What follows belongs to an exercise in optimizing a design on an open flow for small area; a production flow would make more cautious choices.
Function was checked by simulation only, so behaviour that the tests miss may differ from the original.
Power and IR drop assume default switching activity.

==> flow/design.v <==
`default_nettype none
package mshr_pkg;
  localparam int NUM_MSHRS      = 4;
  localparam int NUM_SDQ        = 4;
  localparam int RPQ_DEPTH      = 2;
  localparam int ADDR_W         = 32;
  localparam int DATA_W         = 64;
  localparam int BLOCK_OFF_BITS = 6;
  localparam int IDX_BITS       = 6;
  localparam int REQ_ID_W       = 4;
  localparam int BLOCK_W        = ADDR_W - BLOCK_OFF_BITS;   
  localparam int MSHR_ID_W      = 2;
  localparam int SDQ_ID_W       = 2;
  localparam logic [ADDR_W-1:0] CACHE_BASE_0 = 32'h1000_0000;
  localparam logic [ADDR_W-1:0] CACHE_MASK_0 = 32'hff00_0000;   
  localparam logic [ADDR_W-1:0] CACHE_BASE_1 = 32'h8000_0000;
  localparam logic [ADDR_W-1:0] CACHE_MASK_1 = 32'hf000_0000;   
  localparam int REPLAY_REQ_W   = ADDR_W + 1 + REQ_ID_W + SDQ_ID_W;
  localparam int ACQUIRE_W      = BLOCK_W + MSHR_ID_W;
endpackage
`default_nettype wire
`timescale 1ns/1ps
`default_nettype none
module fixed_arbiter #(
  parameter int W = 1
) (
  input  wire logic                              clock,
  input  wire logic                              reset,
  input  wire logic [mshr_pkg::NUM_MSHRS-1:0]    in_valid,
  input  wire logic [mshr_pkg::NUM_MSHRS*W-1:0]  in_bits,    
  input  wire logic                              out_ready,
  output logic [mshr_pkg::NUM_MSHRS-1:0]         in_ready,
  output logic                                   out_valid,
  output logic [W-1:0]                           out_bits
);
  logic [mshr_pkg::MSHR_ID_W-1:0] pick;
  logic [mshr_pkg::MSHR_ID_W-1:0] sel;
  logic [mshr_pkg::MSHR_ID_W-1:0] held_sel;
  logic held;
  always_comb begin
    pick = '0;
    for (int i = mshr_pkg::NUM_MSHRS - 1; i >= 0; i--) begin
      if (in_valid[i]) begin
        pick = i[mshr_pkg::MSHR_ID_W-1:0];   
      end
    end
  end
  assign sel       = held ? held_sel : pick;   
  assign out_valid = |in_valid;
  assign out_bits  = in_bits[sel*W +: W];
  always_comb begin
    in_ready      = '0;
    in_ready[sel] = out_valid && out_ready;
  end
  always_ff @(posedge clock or posedge reset) begin
    if (reset) begin
      held     <= 1'b0;
      held_sel <= '0;
    end else begin
      held     <= out_valid && !out_ready;
      held_sel <= sel;
    end
  end
endmodule
`default_nettype wire
`timescale 1ns/1ps
`default_nettype none
module store_data_queue (
  input  wire logic                          clock,
  input  wire logic                          reset,
  input  wire logic                          enq,
  input  wire logic [mshr_pkg::DATA_W-1:0]   enq_data,
  input  wire logic                          replay_fire,
  input  wire logic                          replay_is_write,
  input  wire logic [mshr_pkg::SDQ_ID_W-1:0] replay_sdq_id,
  output logic                               has_free,
  output logic [mshr_pkg::SDQ_ID_W-1:0]      alloc_id,
  output logic [mshr_pkg::DATA_W-1:0]        rd_data
);
  logic [mshr_pkg::NUM_SDQ-1:0] slot_valid;
  logic [mshr_pkg::DATA_W-1:0] slot_data [mshr_pkg::NUM_SDQ];
  always_comb begin
    alloc_id = '0;
    for (int i = mshr_pkg::NUM_SDQ - 1; i >= 0; i--) begin
      if (!slot_valid[i]) begin
        alloc_id = i[mshr_pkg::SDQ_ID_W-1:0];
      end
    end
  end
  assign has_free = !(&slot_valid);
  assign rd_data  = replay_is_write ? slot_data[replay_sdq_id] : '0;   
  always_ff @(posedge clock or posedge reset) begin
    if (reset) begin
      slot_valid <= '0;
    end else begin
      if (replay_fire && replay_is_write) slot_valid[replay_sdq_id] <= 1'b0;
      if (enq) slot_valid[alloc_id] <= 1'b1;   
    end
  end
  always_ff @(posedge clock) begin
    if (enq) slot_data[alloc_id] <= enq_data;
  end
endmodule
`default_nettype wire
`timescale 1ns/1ps
`default_nettype none
module mshr_alloc_ctrl (
  input  wire logic                                         req_valid,
  input  wire logic [mshr_pkg::ADDR_W-1:0]                  req_addr,
  input  wire logic                                         req_is_write,
  input  wire logic [mshr_pkg::NUM_MSHRS-1:0]               status_busy,
  input  wire logic [mshr_pkg::NUM_MSHRS*mshr_pkg::BLOCK_W-1:0] status_block_addr,   
  input  wire logic [mshr_pkg::NUM_MSHRS-1:0]               status_sec_rdy,
  input  wire logic                                         sdq_has_free,
  output logic                                              req_ready,
  output logic [mshr_pkg::NUM_MSHRS-1:0]                    pri_alloc,
  output logic [mshr_pkg::NUM_MSHRS-1:0]                    sec_alloc,
  output logic                                              sdq_enq,
  output logic                                              block_hit,
  output logic                                              set_conflict
);
  logic [mshr_pkg::BLOCK_W-1:0] req_block;
  logic [mshr_pkg::BLOCK_W-1:0] entry_block;
  logic cacheable;
  logic [mshr_pkg::NUM_MSHRS-1:0] free;
  logic [mshr_pkg::NUM_MSHRS-1:0] lowest_free;
  logic [mshr_pkg::NUM_MSHRS-1:0] idx_match;
  logic [mshr_pkg::NUM_MSHRS-1:0] blk_match;
  logic [mshr_pkg::NUM_MSHRS-1:0] sec_open;
  logic sdq_ok;
  logic pri_ok;
  logic sec_ok;
  logic req_fire;
  assign req_block = req_addr[mshr_pkg::ADDR_W-1:mshr_pkg::BLOCK_OFF_BITS];
  assign cacheable = ((req_addr & mshr_pkg::CACHE_MASK_0) == mshr_pkg::CACHE_BASE_0) ||
                     ((req_addr & mshr_pkg::CACHE_MASK_1) == mshr_pkg::CACHE_BASE_1);
  always_comb begin
    entry_block = '0;
    for (int i = 0; i < mshr_pkg::NUM_MSHRS; i++) begin
      entry_block  = status_block_addr[i*mshr_pkg::BLOCK_W +: mshr_pkg::BLOCK_W];
      free[i]      = !status_busy[i];
      idx_match[i] = status_busy[i] && (entry_block[mshr_pkg::IDX_BITS-1:0] ==
                                        req_block[mshr_pkg::IDX_BITS-1:0]);
      blk_match[i] = status_busy[i] && (entry_block == req_block);
      sec_open[i]  = blk_match[i] && status_sec_rdy[i];
    end
  end
  assign lowest_free = free & (~free + 1'b1);   
  assign block_hit    = cacheable && (|blk_match);
  assign set_conflict = cacheable && (|(idx_match & ~blk_match));
  assign sdq_ok = !req_is_write || sdq_has_free;
  assign pri_ok = !(|idx_match) && (|free);
  assign sec_ok = |sec_open;   
  assign req_ready = cacheable && sdq_ok && (pri_ok || sec_ok);
  assign req_fire  = req_valid && req_ready;
  assign pri_alloc = lowest_free & {mshr_pkg::NUM_MSHRS{req_fire && pri_ok}};
  assign sec_alloc = sec_open & {mshr_pkg::NUM_MSHRS{req_fire}};
  assign sdq_enq   = req_fire && req_is_write;
endmodule
`default_nettype wire
`timescale 1ns/1ps
`default_nettype none
module mshr_entry #(
  parameter int ENTRY_ID = 0
) (
  input  wire logic                               clock,
  input  wire logic                               reset,
  input  wire logic                               pri_alloc,
  input  wire logic                               sec_alloc,
  input  wire logic [mshr_pkg::ADDR_W-1:0]        req_addr,
  input  wire logic                               req_is_write,
  input  wire logic [mshr_pkg::REQ_ID_W-1:0]      req_req_id,
  input  wire logic [mshr_pkg::SDQ_ID_W-1:0]      sdq_alloc_id,
  input  wire logic                               acquire_ready,
  input  wire logic                               grant_valid,
  input  wire logic [mshr_pkg::MSHR_ID_W-1:0]     grant_id,
  input  wire logic                               replay_ready,
  output logic                                    status_busy,
  output logic [mshr_pkg::BLOCK_W-1:0]            status_block_addr,
  output logic                                    status_sec_rdy,
  output logic                                    acquire_valid,
  output logic [mshr_pkg::ACQUIRE_W-1:0]          acquire,   
  output logic                                    replay_valid,
  output logic [mshr_pkg::REPLAY_REQ_W-1:0]       replay     
);
  localparam logic [1:0] S_IDLE       = 2'd0;
  localparam logic [1:0] S_ACQUIRE    = 2'd1;
  localparam logic [1:0] S_WAIT_GRANT = 2'd2;
  localparam logic [1:0] S_REPLAY     = 2'd3;
  localparam logic [mshr_pkg::MSHR_ID_W-1:0] MY_ID = ENTRY_ID;
  logic [1:0] state;
  logic [mshr_pkg::BLOCK_W-1:0] block_addr;
  logic [mshr_pkg::REPLAY_REQ_W-1:0] rpq [mshr_pkg::RPQ_DEPTH];
  logic [$clog2(mshr_pkg::RPQ_DEPTH)-1:0] head;
  logic [$clog2(mshr_pkg::RPQ_DEPTH)-1:0] tail;
  logic [$clog2(mshr_pkg::RPQ_DEPTH+1)-1:0] count;
  logic push;
  logic pop;
  logic my_grant;
  assign push     = pri_alloc || sec_alloc;
  assign pop      = replay_valid && replay_ready;
  assign my_grant = grant_valid && (grant_id == MY_ID);
  always_ff @(posedge clock or posedge reset) begin
    if (reset) begin
      state <= S_IDLE;
      head  <= '0;
      tail  <= '0;
      count <= '0;
    end else begin
      case (state)
        S_IDLE:       if (pri_alloc) state <= S_ACQUIRE;
        S_ACQUIRE:    if (acquire_ready) state <= S_WAIT_GRANT;
        S_WAIT_GRANT: if (my_grant) state <= S_REPLAY;
        S_REPLAY:     if (pop && count == 1) state <= S_IDLE;   
        default:      state <= S_IDLE;
      endcase
      if (push) tail <= tail + 1'b1;
      if (pop) head <= head + 1'b1;
      if (push && !pop) begin
        count <= count + 1'b1;
      end else if (pop && !push) begin
        count <= count - 1'b1;
      end
    end
  end
  always_ff @(posedge clock) begin
    if (pri_alloc) block_addr <= req_addr[mshr_pkg::ADDR_W-1:mshr_pkg::BLOCK_OFF_BITS];
    if (push) begin
      rpq[tail] <= {req_addr, req_is_write, req_req_id, sdq_alloc_id};
    end
  end
  assign acquire_valid = (state == S_ACQUIRE);
  assign acquire       = {block_addr, MY_ID};
  assign replay_valid  = (state == S_REPLAY);
  assign replay        = rpq[head];
  assign status_busy       = (state != S_IDLE);
  assign status_block_addr = block_addr;
  assign status_sec_rdy    = (state == S_ACQUIRE || state == S_WAIT_GRANT) &&
                             (count < mshr_pkg::RPQ_DEPTH);
endmodule
`default_nettype wire
`timescale 1ns/1ps
`default_nettype none
module mshr_file (
  input  wire logic                              clock,
  input  wire logic                              reset,
  input  wire logic                              req_valid,
  input  wire logic [mshr_pkg::ADDR_W-1:0]       req_addr,
  input  wire logic                              req_is_write,
  input  wire logic [mshr_pkg::DATA_W-1:0]       req_data,
  input  wire logic [mshr_pkg::REQ_ID_W-1:0]     req_req_id,
  output logic                                   req_ready,
  output logic                                   block_hit,
  output logic                                   set_conflict,
  output logic                                   acquire_valid,
  output logic [mshr_pkg::BLOCK_W-1:0]           acquire_block_addr,
  output logic [mshr_pkg::MSHR_ID_W-1:0]         acquire_mshr_id,
  input  wire logic                              acquire_ready,
  input  wire logic                              grant_valid,
  input  wire logic [mshr_pkg::MSHR_ID_W-1:0]    grant_id,
  output logic                                   replay_valid,
  output logic [mshr_pkg::ADDR_W-1:0]            replay_addr,
  output logic                                   replay_is_write,
  output logic [mshr_pkg::REQ_ID_W-1:0]          replay_req_id,
  output logic [mshr_pkg::SDQ_ID_W-1:0]          replay_sdq_id,
  output logic [mshr_pkg::DATA_W-1:0]            replay_data,
  input  wire logic                              replay_ready
);
  localparam int N  = mshr_pkg::NUM_MSHRS;
  localparam int AW = mshr_pkg::ACQUIRE_W;
  localparam int RW = mshr_pkg::REPLAY_REQ_W;
  logic [N-1:0] status_busy;
  logic [N*mshr_pkg::BLOCK_W-1:0] status_block_addr;
  logic [N-1:0] status_sec_rdy;
  logic [N-1:0] pri_alloc;
  logic [N-1:0] sec_alloc;
  logic sdq_enq;
  logic sdq_has_free;
  logic [mshr_pkg::SDQ_ID_W-1:0] sdq_alloc_id;
  logic [mshr_pkg::DATA_W-1:0] sdq_rd_data;
  logic [N-1:0] acq_valid;
  logic [N-1:0] acq_ready;
  logic [N*AW-1:0] acq_bits;
  logic [N-1:0] rep_valid;
  logic [N-1:0] rep_ready;
  logic [N*RW-1:0] rep_bits;
  logic [RW-1:0] rep_out;
  mshr_alloc_ctrl u_alloc_ctrl (
    .req_valid         (req_valid),
    .req_addr          (req_addr),
    .req_is_write      (req_is_write),
    .status_busy       (status_busy),
    .status_block_addr (status_block_addr),
    .status_sec_rdy    (status_sec_rdy),
    .sdq_has_free      (sdq_has_free),
    .req_ready         (req_ready),
    .pri_alloc         (pri_alloc),
    .sec_alloc         (sec_alloc),
    .sdq_enq           (sdq_enq),
    .block_hit         (block_hit),
    .set_conflict      (set_conflict)
  );
  store_data_queue u_sdq (
    .clock           (clock),
    .reset           (reset),
    .enq             (sdq_enq),
    .enq_data        (req_data),
    .replay_fire     (replay_valid && replay_ready),
    .replay_is_write (replay_is_write),
    .replay_sdq_id   (replay_sdq_id),
    .has_free        (sdq_has_free),
    .alloc_id        (sdq_alloc_id),
    .rd_data         (sdq_rd_data)
  );
  for (genvar i = 0; i < N; i++) begin : g_entry
    mshr_entry #(.ENTRY_ID(i)) u_entry (
      .clock             (clock),
      .reset             (reset),
      .pri_alloc         (pri_alloc[i]),
      .sec_alloc         (sec_alloc[i]),
      .req_addr          (req_addr),
      .req_is_write      (req_is_write),
      .req_req_id        (req_req_id),
      .sdq_alloc_id      (sdq_alloc_id),
      .acquire_ready     (acq_ready[i]),
      .grant_valid       (grant_valid),
      .grant_id          (grant_id),
      .replay_ready      (rep_ready[i]),
      .status_busy       (status_busy[i]),
      .status_block_addr (status_block_addr[i*mshr_pkg::BLOCK_W +: mshr_pkg::BLOCK_W]),
      .status_sec_rdy    (status_sec_rdy[i]),
      .acquire_valid     (acq_valid[i]),
      .acquire           (acq_bits[i*AW +: AW]),
      .replay_valid      (rep_valid[i]),
      .replay            (rep_bits[i*RW +: RW])
    );
  end
  fixed_arbiter #(.W(AW)) u_acquire_arb (
    .clock     (clock),
    .reset     (reset),
    .in_valid  (acq_valid),
    .in_bits   (acq_bits),
    .out_ready (acquire_ready),
    .in_ready  (acq_ready),
    .out_valid (acquire_valid),
    .out_bits  ({acquire_block_addr, acquire_mshr_id})
  );
  fixed_arbiter #(.W(RW)) u_replay_arb (
    .clock     (clock),
    .reset     (reset),
    .in_valid  (rep_valid),
    .in_bits   (rep_bits),
    .out_ready (replay_ready),
    .in_ready  (rep_ready),
    .out_valid (replay_valid),
    .out_bits  (rep_out)
  );
  assign {replay_addr, replay_is_write, replay_req_id, replay_sdq_id} = rep_out;
  assign replay_data = sdq_rd_data;   
endmodule
`default_nettype wire
==> flow/run.sh <==
#!/bin/bash
# synth_recipe.tcl (not shown) runs the flow's synth.tcl, then flattens the netlist and writes it again
# the make line also repeats each setting of config.mk as NAME=value (left out here)
make -C /OpenROAD-flow-scripts/flow DESIGN_CONFIG=/design/flow/config.mk WORK_HOME=/design/flow/orfs CLKGATE_MAP_FILE= SYNTH_SCRIPT=/design/flow/synth_recipe.tcl finish
==> flow/config.mk <==
export PLATFORM = sky130hd
export DESIGN_NAME = mshr_file
export DESIGN_NICKNAME = mshr_file
export VERILOG_FILES = /design/flow/design.v
export SDC_FILE = /design/flow/constraint.sdc
export NUM_CORES = 4
export LEC_CHECK = 0
export CAP_MARGIN = 20
export CORE_MARGIN = 2
export CORE_UTILIZATION = 40
export PLACE_DENSITY = 0.6
export SETUP_SLACK_MARGIN = 0.15
export SLEW_MARGIN = 20
==> flow/constraint.sdc <==
create_clock -name core_clock -period 5.5 [get_ports {clock}]
set_input_delay 1.1000 -clock core_clock [delete_from_list [all_inputs] [get_ports {clock}]]
set_output_delay 1.1000 -clock core_clock [all_outputs]
set_load 0.01 [all_outputs]
==> summary.txt <==
- CTS tree: yes
- Final nets: 2352
- Hold path start: g_entry[0].u_entry.count[0]
- Ys Warns: 8
- R2R Path Start: g_entry[0].u_entry.state[0]
- Leakage power total: 12.6 nW
- Synth unique cells: 52
- Clk sinks: 706
- Rows: 98
- Overall Power: 0.0200 W
- Seq/Total Area, Yosys: 72.2%
- Starting Density: 40.6%
- WHS: 473 ps
- RSZ-0062 raised after global routing: true
- Vias per Instance: 5.27
- Grt ovf: 0
- Fmax achieved: 190 MHz
- Worst setup EP type: output port
- Post-Route WL: 72200 µm
- Initial antenna violation count: 9
- Syn Inst Count: 1902
- Crit path launch type: input port
- Root Driver: clkbuf_16
- Post-synth EDFFs: 672
- Post-DP HPWL: 45500 µm
- P_int: 0.0130 W
- PortBufs: 244
- Max-cap violations: 0
- Final setup fails: 0
- Die ar.: 0.0750 mm²
- IR drop worst, VDD: 0.344 mV
- Net Sw Power: 0.00704 W
- Crit-path max FO: 15
- Vias in the first global route: 17300
- Most common cell in the synthesized netlist: edfxtp_1
- Syn Area/Cell: 15.3 µm²
- Switch share: 35.2%
- Total CTS buffers: 78
- Syn_nets: 2037
- Clock H-tree levels: 3
- Worst Setup SP: req_addr[31]
- Relative slew slack: 39.8%
- ANT nets after route: 0
- Final GP Congestion: 0.845
- Global-route wire length before repair: 107000 µm
- Clock buffer depth: 3
- Area leader, netlist: edfxtp_1
- Synthesized area: 0.0291 mm²
- Clock-pin slew on the worst setup and hold paths: 50 ps
- DRT Pass-1 Iters: 5
- Final Hold Viols: 0
- Die X-Extent: 274 µm
- Skew final: 22.8 ps
- Pwr dens: 556 mW/mm²
- Final Critical Period: 5270 ps
- CP required: 4400 ps
- Largest net degree at the start of global routing: 73
- Post-synthesis register bit count: 706
- Post-synth top cells: 672 x edfxtp_1, 255 x mux2i_1, 128 x nor2_1
- Combinational share of power: 44.2%
- Top FF cell, synth: edfxtp_1
- Die Span Y: 274 µm
- Vias: 17000
- Wirelength per Cell: 22.3 µm
- Pins over their slew limit: 0
- DRC viols: 0
- Power share of the clock group: 24.7%
- Crit Path Class: input port to output port
- Total Routing Usage GR: 19.1%
- CORE AREA: 0.0717 mm²
- Post-synth top area share: 69.3%
- Area growth from synthesis to layout: 23.6%
- Largest cells by area after synthesis: edfxtp_1 69%, mux2i_1 8.8%, dfrtp_1 2.9%
- I/O pin count: 245
- Seq pwr share: 31.1%
- Async S/R FF share, synth: 4.82%
- Source-to-sink clock delay at the later pin of the worst-skew pair: 610 ps
- Crit share post-route: 95.7%
- Min-delay worst type: register to register
- Crit path DAT: 4170 ps
- Status: timing/DRC/antenna clean
- Initial DRC Count: 1199
- Worst-Margin Slew: 895 ps
- Reg2reg setup slack: 1700 ps
- Share of layout cells above drive strength 1: 12.2%
[area by class of cell]
class	instances	area (µm²)
flip-flops and latches	706	21000
clock inverters	44	373
fillers	5934	35700
clock buffers	97	2050
well taps	950	1190
diodes	2	5.00
repair buffers	337	3500
inverters	28	110
multi-input cells	1066	7730
[per-layer routing]
layer	vias to the layer above	track usage [%]	part of all wire (%)
met5	-	0	0.12
met4	12	6.27	2.9
met3	117	5.34	6.5
met2	435	31.7	49
met1	8595	24.1	42
li1	7848	-	-
[final timing paths]
path | end | depth (start not counted)
max | req_ready | 11
min | g_entry[0].u_entry.count[0] | 1
max reg2reg | u_sdq.slot_data[2][45] | 10
min reg2reg | g_entry[0].u_entry.count[0] | 1
max in group asynchronous | g_entry[1].u_entry.head | 3
min in group asynchronous | u_acquire_arb.held_sel[1] | 3
[stage by stage]
step	utilization (%)	TNS, ps	setup WS, ps	cells	area (µm²)
after floorplan	-	-257750	-1210	1902	29100
after global placement	46.7	0	198	3086	33500
after detailed placement	46.7	0	206	3086	33500
after CTS	50.1	0	176	3228	36000
after global routing	50.2	0	55.3	3229	36000
final	50.2	0	235	3230	36000
[critical path, stage by stage]
cell	delay [ps]
clkdlybuf4s50_1	530
buf_4	250
xor2_1	170
nor4_1	380
nand3_1	170
nor4_1	340
buf_4	190
a32o_1	160
nor4b_4	60
nor2_1	210
clkdlybuf4s50_1	590
[logic make-up after synthesis]
logic type	after synthesis	synth area share [%]
flip-flops	706	72.2
AND/OR/NAND/NOR	372	5.94
multiplexers	297	10.4
AO/OA/AOI/OAI	251	5.00
buffers and inverters	130	1.74
XOR/XNOR	120	3.61
adder cells (fa/ha/maj)	26	1.12
[cells in the final DEF (no fill, tap or decap), drive strengths merged, types with 20 or more instances in the layout]
cell type	count
ha	26
o21ai	88
clkbuf	97
edfxtp	672
a31oi	28
clkinv	35
buf	93
clkdlybuf4s50	242
mux2	42
nor4	20
xnor2	69
o22ai	64
inv	30
nand2	126
dfrtp	34
and3	27
nor2	129
a21oi	50
mux2i	255
xor2	51
[sequential cells by signal, indices dropped and copies added, names as in the netlist]
name                        count
u_acquire_arb.held              1
g_entry.u_entry.state           8
u_replay_arb.held_sel           2
u_sdq.slot_valid                4
g_entry.u_entry.rpq           312
g_entry.u_entry.head            4
g_entry.u_entry.tail            4
g_entry.u_entry.block_addr    104
u_sdq.slot_data               256
u_replay_arb.held               1
g_entry.u_entry.count           8
u_acquire_arb.held_sel          2
[power groups by stage]
stage / clock (W) / sequential [W] / combinational, W
floorplan: 0 / 0.00624 / 0.00467
global placement: 0 / 0.00632 / 0.00886
detailed placement: 0 / 0.00633 / 0.00890
CTS: 0.00504 / 0.00622 / 0.00899
global route: 0.00526 / 0.00624 / 0.00954
finish: 0.00494 / 0.00622 / 0.00885
[repair_timing]
action | 4_1_cts | 5_1_grt
endpoints found under the setup margin | 3 | 36
hold buffers | 0 | 0
buffers inserted | 1 | 0
gates resized for setup | 1 | 4

==> separate check: timing with driven ports <==
Ports are ideal in the flow. The routed layout listed here was re-timed in OpenROAD. Step 1: set_driving_cell puts a clkbuf_16 on clock and a buf_2 on each other input, an assumption about the parent block. Step 2 adds t to the input delays and takes it off the output delays; t is the mean of the earliest and latest rising clock arrival at the registers after step 1. Input paths then give back, and output paths get back, about the clock's delay inside the block. a / b / c = ideal / step 1 / step 2; a / b = the first two.
shift t [ns]: 0.659
slack for setup (ns): 0.235 / 0.212 / 0.212
worst slew at a driven data input, ns: 0.13
After both steps this run still meets setup and hold. For this run, drivers alone change the setup slack by -0.023 ns; drivers and shift together by -0.023 ns.
